This is an optimization exercise on Yosys and OpenROAD, whose aim is small area, not a production implementation. The RTL was checked by simulation tests, not by an equivalence proof against the original design. Power and IR drop assume default switching activity.

==> flow/design.v (excerpt) <==
module snow_overlay_top (
    input  logic        clk_i,
    input  logic        rst_i,
    input  logic        cen_i,      
    input  logic [1:0]  blank_i,    
    input  logic [2:0]  sync_i,     
    output logic [23:0] rgb_o,      
    output logic [2:0]  sync_o      
);
For scale: about 2700 cells after synthesis, about 35 I/O pins, roughly 15000 um2 of cells after synthesis.
==> flow/config.mk <==
export PLATFORM = sky130hd
export DESIGN_NAME = snow_overlay_top
export DESIGN_NICKNAME = snow_overlay_top
export VERILOG_FILES = /design/flow/design.v
export SDC_FILE = /design/flow/constraint.sdc
export NUM_CORES = 4
export LEC_CHECK = 0
export ABC_AREA = 1
export CAP_MARGIN = 20
export CORE_MARGIN = 2
export CORE_UTILIZATION = 40
export SLEW_MARGIN = 20
==> flow/constraint.sdc <==
create_clock -name core_clock -period 12.5 [get_ports {clk_i}]
set_input_delay 2.5000 -clock core_clock [delete_from_list [all_inputs] [get_ports {clk_i}]]
set_output_delay 2.5000 -clock core_clock [all_outputs]
set_load 0.01 [all_outputs]
standard.sh (not shown) runs the stock make flow with config.mk's settings and CLKGATE_MAP_FILE= SYNTH_SCRIPT=/design/flow/synth_recipe.tcl, a recipe that flattens the netlist after the stock synthesis.
==> flow/flow/run.sh <==
#!/bin/bash
# Own layout flow: the standard synthesis, then the combinational logic between the
# (unchanged) flip-flops is re-mapped with a stronger ABC script, then the standard layout
# from floorplan to finish. Each tool's output goes to a log file of its own here.
set -euo pipefail
W=$(pwd)
F=$W/flow
YOSYS=${YOSYS_EXE:-/OpenROAD-flow-scripts/tools/install/yosys/bin/yosys}
[[ -x $YOSYS ]] || YOSYS=yosys

# 1. Standard synthesis (the standard flow's own script, unchanged)
bash standard.sh synth > "$W/synth_std.log" 2>&1
R=$(dirname "$(ls "$W"/orfs/results/*/snow_overlay_top/base/1_2_yosys.v | head -n 1)")
cp "$R/1_2_yosys.v" "$W/netlist_std.v"

# 2. Re-map the gates between the flip-flops
RESYN_LIB=$FLOW_HOME/platforms/$FLOW_PLATFORM/lib/sky130_fd_sc_hd__tt_025C_1v80.lib \
RESYN_NETLIST=$W/netlist_std.v RESYN_TOP=$FLOW_TOP RESYN_SCRIPT=$F/resyn.abc \
RESYN_STAT=$W/resyn_stat.txt RESYN_OUT=$W/netlist_resyn.v \
  "$YOSYS" -c "$F/resyn.tcl" > "$W/resyn.log" 2>&1
cp "$W/netlist_resyn.v" "$R/1_2_yosys.v"
rm -f "$R/1_synth.odb" "$R/1_synth.sdc"

# 3. Standard layout on the new netlist. Ports get the smallest buffer; the clock tree uses
# mid-size buffers without dummy loads.
bash standard.sh \
  "BUFFER_PORTS_ARGS=-buffer_cell sky130_fd_sc_hd__buf_1" \
  "CTS_ARGS=-sink_clustering_enable -repair_clock_nets -buf_list sky130_fd_sc_hd__clkbuf_16 -dont_use_dummy_load -sink_clustering_size 30 -sink_clustering_max_diameter 100" \
  "GPL_TIMING_DRIVEN=0" "REMOVE_ABC_BUFFERS=1" finish > "$W/layout.log" 2>&1
==> flow/flow/resyn.abc <==
strash
balance -l; resub -K 6 -l; rewrite -l; resub -K 6 -N 2 -l; refactor -l; resub -K 8 -l; balance -l; resub -K 8 -N 2 -l; rewrite -l; resub -K 10 -l; rewrite -z -l; resub -K 10 -N 2 -l; balance -l; resub -K 12 -l; refactor -z -l; resub -K 12 -N 2 -l; rewrite -z -l; balance -l
balance -l; resub -K 6 -l; rewrite -l; resub -K 6 -N 2 -l; refactor -l; resub -K 8 -l; balance -l; resub -K 8 -N 2 -l; rewrite -l; resub -K 10 -l; rewrite -z -l; resub -K 10 -N 2 -l; balance -l; resub -K 12 -l; refactor -z -l; resub -K 12 -N 2 -l; rewrite -z -l; balance -l
balance -l; resub -K 6 -l; rewrite -l; resub -K 6 -N 2 -l; refactor -l; resub -K 8 -l; balance -l; resub -K 8 -N 2 -l; rewrite -l; resub -K 10 -l; rewrite -z -l; resub -K 10 -N 2 -l; balance -l; resub -K 12 -l; refactor -z -l; resub -K 12 -N 2 -l; rewrite -z -l; balance -l
dch -f
amap
topo
dnsize -c
Other scripts of this flow, unchanged in this note and not shown: flow/flow/resyn.tcl
Edit:
--- a/flow/flow/run.sh
+++ b/flow/flow/run.sh
@@ -27,3 +27,3 @@
   "BUFFER_PORTS_ARGS=-buffer_cell sky130_fd_sc_hd__buf_1" \
-  "CTS_ARGS=-sink_clustering_enable -repair_clock_nets -buf_list sky130_fd_sc_hd__clkbuf_16 -dont_use_dummy_load -sink_clustering_size 30 -sink_clustering_max_diameter 100" \
+  "CTS_ARGS=-sink_clustering_enable -repair_clock_nets -buf_list sky130_fd_sc_hd__clkbuf_8 -dont_use_dummy_load" \
   "GPL_TIMING_DRIVEN=0" "REMOVE_ABC_BUFFERS=1" finish > "$W/layout.log" 2>&1
==> flow/flow/resyn.abc (replaced) <==
strash
&get -n
&deepsyn -T 120
&put
dch -f
amap -F 4 -A 10 -m
topo
dnsize -c
CAP_MARGIN = 0   (was 20)
SLEW_MARGIN = 0   (was 20)
Effect: The changed run finished clean; final cell count went down by 2.9%; sequential share of layout area went up by 0.57 points; routed wire length went up by 7.0%; power went down by 14%; sequential power stays flat; final area went down by 3.8%; worst setup slack got worse by 300 ps; combinational power is about the same; non-clock buffer count went down by 2; worst hold slack improved by 8.6 ps; synthesized cell count went down by about 1.8%.
Edit:
--- a/flow/flow/run.sh
+++ b/flow/flow/run.sh
@@ -27,3 +27,3 @@
   "BUFFER_PORTS_ARGS=-buffer_cell sky130_fd_sc_hd__buf_1" \
-  "CTS_ARGS=-sink_clustering_enable -repair_clock_nets -buf_list sky130_fd_sc_hd__clkbuf_8 -dont_use_dummy_load" \
+  "CTS_ARGS=-sink_clustering_enable -repair_clock_nets -buf_list {sky130_fd_sc_hd__clkbuf_4 sky130_fd_sc_hd__clkbuf_8} -dont_use_dummy_load" \
   "GPL_TIMING_DRIVEN=0" "REMOVE_ABC_BUFFERS=1" finish > "$W/layout.log" 2>&1
==> flow/flow/resyn.abc (replaced) <==
strash
balance -l; resub -K 6 -l; rewrite -l; resub -K 6 -N 2 -l; refactor -l; resub -K 8 -l; balance -l; resub -K 8 -N 2 -l; rewrite -l; resub -K 10 -l; rewrite -z -l; resub -K 10 -N 2 -l; balance -l; resub -K 12 -l; refactor -z -l; resub -K 12 -N 2 -l; rewrite -z -l; balance -l
balance -l; resub -K 6 -l; rewrite -l; resub -K 6 -N 2 -l; refactor -l; resub -K 8 -l; balance -l; resub -K 8 -N 2 -l; rewrite -l; resub -K 10 -l; rewrite -z -l; resub -K 10 -N 2 -l; balance -l; resub -K 12 -l; refactor -z -l; resub -K 12 -N 2 -l; rewrite -z -l; balance -l
balance -l; resub -K 6 -l; rewrite -l; resub -K 6 -N 2 -l; refactor -l; resub -K 8 -l; balance -l; resub -K 8 -N 2 -l; rewrite -l; resub -K 10 -l; rewrite -z -l; resub -K 10 -N 2 -l; balance -l; resub -K 12 -l; refactor -z -l; resub -K 12 -N 2 -l; rewrite -z -l; balance -l
dch -f
amap
topo
dnsize -c
CAP_MARGIN = 20   (was 0)
SLEW_MARGIN = 20   (was 0)
=>
- total power climbs by about 0.4%
- die area climbs by about 2%
- global-route usage drops by 2.2 points
- final cell count climbs by about 3%
- via count drops by 0.68%

port drivers added, routing unchanged:
How much do the figures lean on ideal ports? The routed layouts below were timed once more, with nothing changed but the port constraints.
Step 1, drivers: a clkbuf_16 drives clk_i and a buf_2 each remaining input, both assumed.
Step 2 moves the port delays by t, midway between the first and last clock arrival at a register: inputs arrive t later, outputs are due t later. That takes back most of the time a late clock gives input paths.
Three values: ideal, step 1, step 2; two values: the first two.
| run | t (ns) | setup slack, ns | worst hold slack (ns) |
|---|---|---|---|
| the first run | 0.487 | 1.328 / 1.328 / 1.328 | 0.484 / 0.484 / 0.484 |
| the second run | 0.502 | 1.026 / 1.026 / 1.026 | 0.493 / 0.493 / 0.493 |
| the third run | 0.522 | 1.323 / 1.323 / 1.323 | 0.486 / 0.486 / 0.486 |
After both steps setup and hold are still met in every run listed.
